Context: an optimization exercise on an open-source flow, tuned for small area, a short achievable clock period and few clock cycles per item. The choices shown serve that exercise and are no tape-out recipe. In this exercise RTL edits were held to simulation tests only and were not proved equivalent to the original. Power and IR drop assume default switching activity.

==> flow/design.v <==
`timescale 1ns/100ps
module classifier
(
   input  logic        clk,
   input  logic        local_rst,
   output logic        addr_valid,
   input  logic        addr_ready,
   output logic [20:0] addr,
   input  logic        din_valid,
   output logic        din_ready,
   input  logic [41:0] din,
   input  logic        stddev_valid,
   output logic        stddev_ready,
   input  logic [15:0] stddev,
   output logic        result_valid,
   input  logic        result_ready,
   output logic        result
);
   logic [5:0]  ic;
   logic [2:0]  fd;
   logic [3:0]  cr;
   logic        dall;
   logic [19:0] sr;
   logic [19:0] cr_;
   logic        xa;
   logic        xb;
   logic        sd_seen;
   logic        clear;
   logic        x_new;
   logic        pass0;
   logic        pass1;
   logic        pass2;
   logic        at8;
   logic        at20;
   logic        at32;
   logic        ic_stop;
   localparam logic [31:0] ADDR_B0 = 32'h00000000;
   localparam logic [31:0] ADDR_B1 = 32'h00000000;
   localparam logic [31:0] ADDR_B2 = 32'h00060000;
   localparam logic [31:0] ADDR_B3 = 32'h00070000;
   localparam logic [31:0] ADDR_B4 = 32'h00080000;
   localparam logic [31:0] ADDR_B5 = 32'h00030000;
   localparam logic [31:0] ADDR_B6 = 32'h000c0000;
   localparam logic [31:0] ADDR_B7 = 32'h00000000;
   localparam logic [31:0] ADDR_B8 = 32'hac905300;
   localparam logic [31:0] ADDR_B9 = 32'hff16acac;
   localparam logic [31:0] ADDR_B10 = 32'hca18caca;
   localparam logic [31:0] ADDR_B11 = 32'h0cd00300;
   localparam logic [31:0] ADDR_B12 = 32'h0fec0c0c;
   localparam logic [31:0] ADDR_B13 = 32'hc000c0c0;
   localparam logic [31:0] ADDR_B14 = 32'h00000000;
   localparam logic [31:0] ADDR_B15 = 32'h0000ac00;
   localparam logic [31:0] ADDR_B16 = 32'h5390ac00;
   localparam logic [31:0] ADDR_B17 = 32'h66e6ca66;
   localparam logic [31:0] ADDR_B18 = 32'h88f80c88;
   localparam logic [31:0] ADDR_B19 = 32'h03c00c00;
   localparam logic [31:0] ADDR_B20 = 32'hcc0cc0cc;
   assign addr[0] = ADDR_B0[ic[4:0]];
   assign addr[1] = ADDR_B1[ic[4:0]];
   assign addr[2] = ADDR_B2[ic[4:0]];
   assign addr[3] = ADDR_B3[ic[4:0]];
   assign addr[4] = ADDR_B4[ic[4:0]];
   assign addr[5] = ADDR_B5[ic[4:0]];
   assign addr[6] = ADDR_B6[ic[4:0]];
   assign addr[7] = ADDR_B7[ic[4:0]];
   assign addr[8] = ADDR_B8[ic[4:0]];
   assign addr[9] = ADDR_B9[ic[4:0]];
   assign addr[10] = ADDR_B10[ic[4:0]];
   assign addr[11] = ADDR_B11[ic[4:0]];
   assign addr[12] = ADDR_B12[ic[4:0]];
   assign addr[13] = ADDR_B13[ic[4:0]];
   assign addr[14] = ADDR_B14[ic[4:0]];
   assign addr[15] = ADDR_B15[ic[4:0]];
   assign addr[16] = ADDR_B16[ic[4:0]];
   assign addr[17] = ADDR_B17[ic[4:0]];
   assign addr[18] = ADDR_B18[ic[4:0]];
   assign addr[19] = ADDR_B19[ic[4:0]];
   assign addr[20] = ADDR_B20[ic[4:0]];
   logic [18:0] g;
   logic [18:0] t;
   logic        pg0_0;
   logic        pg0_1;
   logic        pg0_2;
   logic        pg0_3;
   logic        pg0_4;
   logic        pg0_5;
   logic        pg0_6;
   logic        pg0_7;
   logic        pg0_8;
   logic        pg1_0;
   logic        pg1_1;
   logic        pg1_2;
   logic        pg1_3;
   logic        pg1_4;
   logic        pg2_0;
   logic        pg2_1;
   logic        pg3_0;
   logic        pg4_0;
   logic        pt0_0;
   logic        pt0_1;
   logic        pt0_2;
   logic        pt0_3;
   logic        pt0_4;
   logic        pt0_5;
   logic        pt0_6;
   logic        pt0_7;
   logic        pt0_8;
   logic        pt1_0;
   logic        pt1_1;
   logic        pt1_2;
   logic        pt1_3;
   logic        pt1_4;
   logic        pt2_0;
   logic        pt2_1;
   logic        pt3_0;
   assign g = ~(sr[18:0] | cr_[18:0]);
   assign t = ~(sr[18:0] & cr_[18:0]);
   assign pg0_0 = g[1] | (t[1] & g[0]);
   assign pt0_0 = t[1] & t[0];
   assign pg0_1 = g[3] | (t[3] & g[2]);
   assign pt0_1 = t[3] & t[2];
   assign pg0_2 = g[5] | (t[5] & g[4]);
   assign pt0_2 = t[5] & t[4];
   assign pg0_3 = g[7] | (t[7] & g[6]);
   assign pt0_3 = t[7] & t[6];
   assign pg0_4 = g[9] | (t[9] & g[8]);
   assign pt0_4 = t[9] & t[8];
   assign pg0_5 = g[11] | (t[11] & g[10]);
   assign pt0_5 = t[11] & t[10];
   assign pg0_6 = g[13] | (t[13] & g[12]);
   assign pt0_6 = t[13] & t[12];
   assign pg0_7 = g[15] | (t[15] & g[14]);
   assign pt0_7 = t[15] & t[14];
   assign pg0_8 = g[17] | (t[17] & g[16]);
   assign pt0_8 = t[17] & t[16];
   assign pg1_0 = pg0_1 | (pt0_1 & pg0_0);
   assign pt1_0 = pt0_1 & pt0_0;
   assign pg1_1 = pg0_3 | (pt0_3 & pg0_2);
   assign pt1_1 = pt0_3 & pt0_2;
   assign pg1_2 = pg0_5 | (pt0_5 & pg0_4);
   assign pt1_2 = pt0_5 & pt0_4;
   assign pg1_3 = pg0_7 | (pt0_7 & pg0_6);
   assign pt1_3 = pt0_7 & pt0_6;
   assign pg1_4 = g[18] | (t[18] & pg0_8);
   assign pt1_4 = t[18] & pt0_8;
   assign pg2_0 = pg1_1 | (pt1_1 & pg1_0);
   assign pt2_0 = pt1_1 & pt1_0;
   assign pg2_1 = pg1_3 | (pt1_3 & pg1_2);
   assign pt2_1 = pt1_3 & pt1_2;
   assign pg3_0 = pg2_1 | (pt2_1 & pg2_0);
   assign pt3_0 = pt2_1 & pt2_0;
   assign pg4_0 = pg1_4 | (pt1_4 & pg3_0);
   assign x_new = ~(sr[19] ^ cr_[19] ^ pg4_0);
   assign pass0 = xb | x_new;                                            
   assign pass1 = (xb & ~(xa & x_new)) | ~(xa | xb | x_new);             
   assign pass2 = x_new | (xa & ~xb);                                    
   assign at8  = (ic == 6'd8)  & (fd == 3'd2) & cr[0];
   assign at20 = (ic == 6'd20) & (fd == 3'd5) & cr[0];
   assign at32 = dall;
   assign ic_stop    = (ic == 6'd8) | (ic == 6'd20) | ic[5];
   assign addr_valid = ~ic_stop | (at8 & pass0) | (at20 & pass1);
   assign result_valid = (at8 & ~pass0) | (at20 & ~pass1) | at32;
   assign result       = at32 & pass2;
   assign stddev_ready = result_valid;
   assign din_ready    = sd_seen;
   assign clear        = result_valid & result_ready;
   logic [2:0]  f;
   logic        cn0;
   logic        first;
   logic [13:0] d0;
   logic [13:0] d1;
   logic [13:0] d2;
   logic [19:0] b0;
   logic [19:0] b1;
   logic [19:0] b2;
   logic [19:0] a0;
   logic [19:0] a1;
   logic [1:0]  kc;
   logic        k0;
   logic        sel0;
   logic        sel1_1;
   logic        sel1_2;
   logic        pol0;
   logic        pol1;
   logic        k1;
   logic [19:0] s1;
   logic [19:0] c1;
   logic [19:0] s2;
   logic [19:0] c2;
   logic [19:0] s_next;
   logic [19:0] c_next;
   assign f     = fd;
   assign first = cr[0];
   assign cn0   = cr[1] | cr[3];
   assign d0    = din[41:28];
   assign d1    = din[27:14];
   assign d2    = din[13:0];
   assign b0 = {6'h3f, d0};
   assign b1 = {5'h1f, ~d1, 1'b1};
   always_comb begin
      case (f)
         3'd2, 3'd3, 3'd5: b2 = ~{6'd0, d1};
         3'd4:             b2 = ~{5'd0, d2, 1'b0};
         default:          b2 = '1;
      endcase
      sel0   = first & (f == 3'd0 || f == 3'd1 || f == 3'd3 || f == 3'd5 || f == 3'd7);
      sel1_1 = first & (f == 3'd1 || f == 3'd3 || f == 3'd5 || f == 3'd6);
      sel1_2 = first & (f == 3'd2 || f == 3'd4 || f == 3'd7);
      pol0   = first ? (f == 3'd0 || f == 3'd1 || f == 3'd3 || f == 3'd7) : cn0;
      pol1   = first ? (f == 3'd3 || f == 3'd4 || f == 3'd5 || f == 3'd6 || f == 3'd7) : cn0;
      a0 = (({20{sel0}} & {2'd0, stddev, 2'd0}) | ({20{~first}} & ~sr)) ^ {20{~pol0}};
      a1 = (({20{sel1_1}} & {4'd0, stddev}) | ({20{sel1_2}} & {3'd0, stddev, 1'd0})
            | ({20{~first}} & ~cr_)) ^ {20{~pol1}};
      case (f)
         3'd3, 3'd7:       kc = 2'd2;
         3'd2:             kc = 2'd0;
         default:          kc = 2'd1;
      endcase
   end
   assign k0 = first ? (kc != 2'd0) : cn0;
   assign k1 = first & kc[1];
   logic [14:0] y1;
   logic [14:0] y2;
   logic [15:0] y3;
   logic [19:0] hy2;
   logic [19:0] hy3;
   csa3 #(.W(15)) u_csa1 (.a(b0[14:0]), .b(b1[14:0]), .c(b2[14:0]), .s(s1[14:0]), .y(y1));
   assign s1[19:15] = '1;
   assign c1 = {4'hf, y1, ~k0};
   csa3 #(.W(15)) u_csa2 (.a(a0[14:0]), .b(a1[14:0]), .c(s1[14:0]), .s(s2[14:0]), .y(y2));
   assign s2[19:15]  = ~(a0[19:15] ^ a1[19:15]);
   assign hy2        = {a0[19:15] | a1[19:15], y2};
   assign c2 = {hy2[18:0], ~k1};
   csa3 #(.W(16)) u_csa3 (.a(s2[15:0]), .b(c2[15:0]), .c(c1[15:0]), .s(s_next[15:0]), .y(y3));
   assign s_next[19:16] = ~(s2[19:16] ^ c2[19:16]);
   assign hy3           = {s2[19:16] | c2[19:16], y3};
   assign c_next = {hy3[18:0], 1'b1};
   always_ff @(posedge clk) begin
      if (local_rst || clear) begin
         ic      <= '0;
         fd      <= '0;
         cr      <= 4'b0001;
         dall    <= 1'b0;
         sd_seen <= 1'b0;
      end else begin
         if (stddev_valid) begin
            sd_seen <= 1'b1;
         end
         if (addr_valid && addr_ready) begin
            ic <= ic + 6'd1;
         end
         if (din_valid && din_ready) begin
            cr <= {cr[2:0], cr[3]};
            if (cr[3]) begin
               fd <= fd + 3'd1;
               if (fd == 3'd7) begin
                  dall <= 1'b1;
               end
            end
         end
      end
   end
   always_ff @(posedge clk) begin
      if (din_valid && din_ready) begin
         sr  <= s_next;
         cr_ <= c_next;
         if (first) begin
            xa <= xb;
            xb <= x_new;
         end
      end
   end
endmodule
module csa3 #(parameter int W = 20)
(
   input  logic [W-1:0] a,
   input  logic [W-1:0] b,
   input  logic [W-1:0] c,
   output logic [W-1:0] s,
   output logic [W-1:0] y
);
   assign s = a ^ b ^ c;
   assign y = (a & b) | (a & c) | (b & c);
endmodule
export LEC_CHECK = 0
export ABC_AREA = 1
export CAP_MARGIN = 20
export CORE_MARGIN = 2
export CORE_UTILIZATION = 40
export SETUP_SLACK_MARGIN = 5
export SLEW_MARGIN = 20
export SYNTH_HIERARCHICAL = 1
create_clock -name core_clock -period 9.0 [get_ports {clk}]
standard.sh (not shown) runs the stock make flow with config.mk's settings and CLKGATE_MAP_FILE= SYNTH_SCRIPT=/design/flow/synth_recipe.tcl, a recipe that flattens the netlist after the stock synthesis.
==> flow/flow/run.sh <==
#!/bin/bash
# Standard layout, with the smallest buffer on the ports.
set -euo pipefail
export BUFFER_PORTS_ARGS="-buffer_cell sky130_fd_sc_hd__buf_1"
bash standard.sh finish > standard_finish.log 2>&1
Testbench counts at the start, summed over its fixed seeds: cycles 82,658, windows 4,800.
==> next run, changes <==
--- a/flow/design.v
+++ b/flow/design.v
@@ -175,11 +175,12 @@
    logic [19:0] b2;
    logic [19:0] a0;
    logic [19:0] a1;
    logic [1:0]  kc;
    logic        k0;
-   logic        sel0;
+   logic        sel0_4;
+   logic        sel0_2;
    logic        sel1_1;
    logic        sel1_2;
    logic        pol0;
    logic        pol1;
    logic        k1;
@@ -201,22 +202,24 @@
       case (f)
          3'd2, 3'd3, 3'd5: b2 = ~{6'd0, d1};
          3'd4:             b2 = ~{5'd0, d2, 1'b0};
          default:          b2 = '1;
       endcase
-      sel0   = first & (f == 3'd0 || f == 3'd1 || f == 3'd3 || f == 3'd5 || f == 3'd7);
+      sel0_4 = first & (f == 3'd0 || f == 3'd3 || f == 3'd7);
+      sel0_2 = first & (f == 3'd1 || f == 3'd2 || f == 3'd4 || f == 3'd5);
       sel1_1 = first & (f == 3'd1 || f == 3'd3 || f == 3'd5 || f == 3'd6);
-      sel1_2 = first & (f == 3'd2 || f == 3'd4 || f == 3'd7);
-      pol0   = first ? (f == 3'd0 || f == 3'd1 || f == 3'd3 || f == 3'd7) : cn0;
-      pol1   = first ? (f == 3'd3 || f == 3'd4 || f == 3'd5 || f == 3'd6 || f == 3'd7) : cn0;
-      a0 = (({20{sel0}} & {2'd0, stddev, 2'd0}) | ({20{~first}} & ~sr)) ^ {20{~pol0}};
+      sel1_2 = first & (f == 3'd7);
+      pol0   = first ? (f != 3'd2 && f != 3'd5 && f != 3'd6) : cn0;
+      pol1   = first ? (f == 3'd1 || f == 3'd3 || f == 3'd6 || f == 3'd7) : cn0;
+      a0 = (({20{sel0_4}} & {2'd0, stddev, 2'd0}) | ({20{sel0_2}} & {3'd0, stddev, 1'd0})
+            | ({20{~first}} & ~sr)) ^ {20{~pol0}};
       a1 = (({20{sel1_1}} & {4'd0, stddev}) | ({20{sel1_2}} & {3'd0, stddev, 1'd0})
             | ({20{~first}} & ~cr_)) ^ {20{~pol1}};
       case (f)
-         3'd3, 3'd7:       kc = 2'd2;
-         3'd2:             kc = 2'd0;
-         default:          kc = 2'd1;
+         3'd1, 3'd3, 3'd7: kc = 2'd2;
+         3'd0, 3'd4, 3'd6: kc = 2'd1;
+         default:          kc = 2'd0;
       endcase
    end
    assign k0 = first ? (kc != 2'd0) : cn0;
    assign k1 = first & kc[1];
    logic [14:0] y1;
What happened:
- The changed run finished with timing, DRC and antenna clean
- power is lower by 1.5%
- sequential share of layout area is lower by 0.60 points
- worst setup slack got worse by 0.070 ns
- routed wire length is higher by 4.4%
- via count is higher by 3.8%
- cell area is higher by 2.8%
- fmax is lower by 1.8%
- cell count is higher by 1.7%
- core utilization is lower by 0.45 points
- non-clock buffer count stays the same
Testbench counts after the change, summed over its fixed seeds: cycles 82,658, windows 4,800.

static timing again, ports no longer ideal:
Ports are ideal in the flow. The routed layouts listed here were re-timed in OpenROAD. Step 1 assumes that a clkbuf_16 drives the clock port and a buf_2 every other input. Step 2 adds t to the input delays and takes it off the output delays; t is the mean of the earliest and latest rising clock arrival at the registers after step 1. Input paths then give back, and output paths get back, about the clock's delay inside the block. a / b / c = ideal ports / drivers / drivers and shift; a / b = the first two.
| run | t, ns | setup slack, ns | worst setup path at the end | latest minus earliest clock arrival (ns) | slew at the worst register clock pin (ns) |
|---|---|---|---|---|---|
| the first run | 0.330 | 5.211 / 5.177 / 5.118 | input to register | 0.007 / 0.007 | 0.07 / 0.07 |
| the second run | 0.335 | 5.141 / 5.102 / 5.095 | input to register | 0.007 / 0.007 | 0.07 / 0.07 |
After both steps setup and hold are still met in every run listed. For the first run, which loses most, drivers alone change the setup slack by -0.034 ns; drivers and shift together by -0.093 ns.
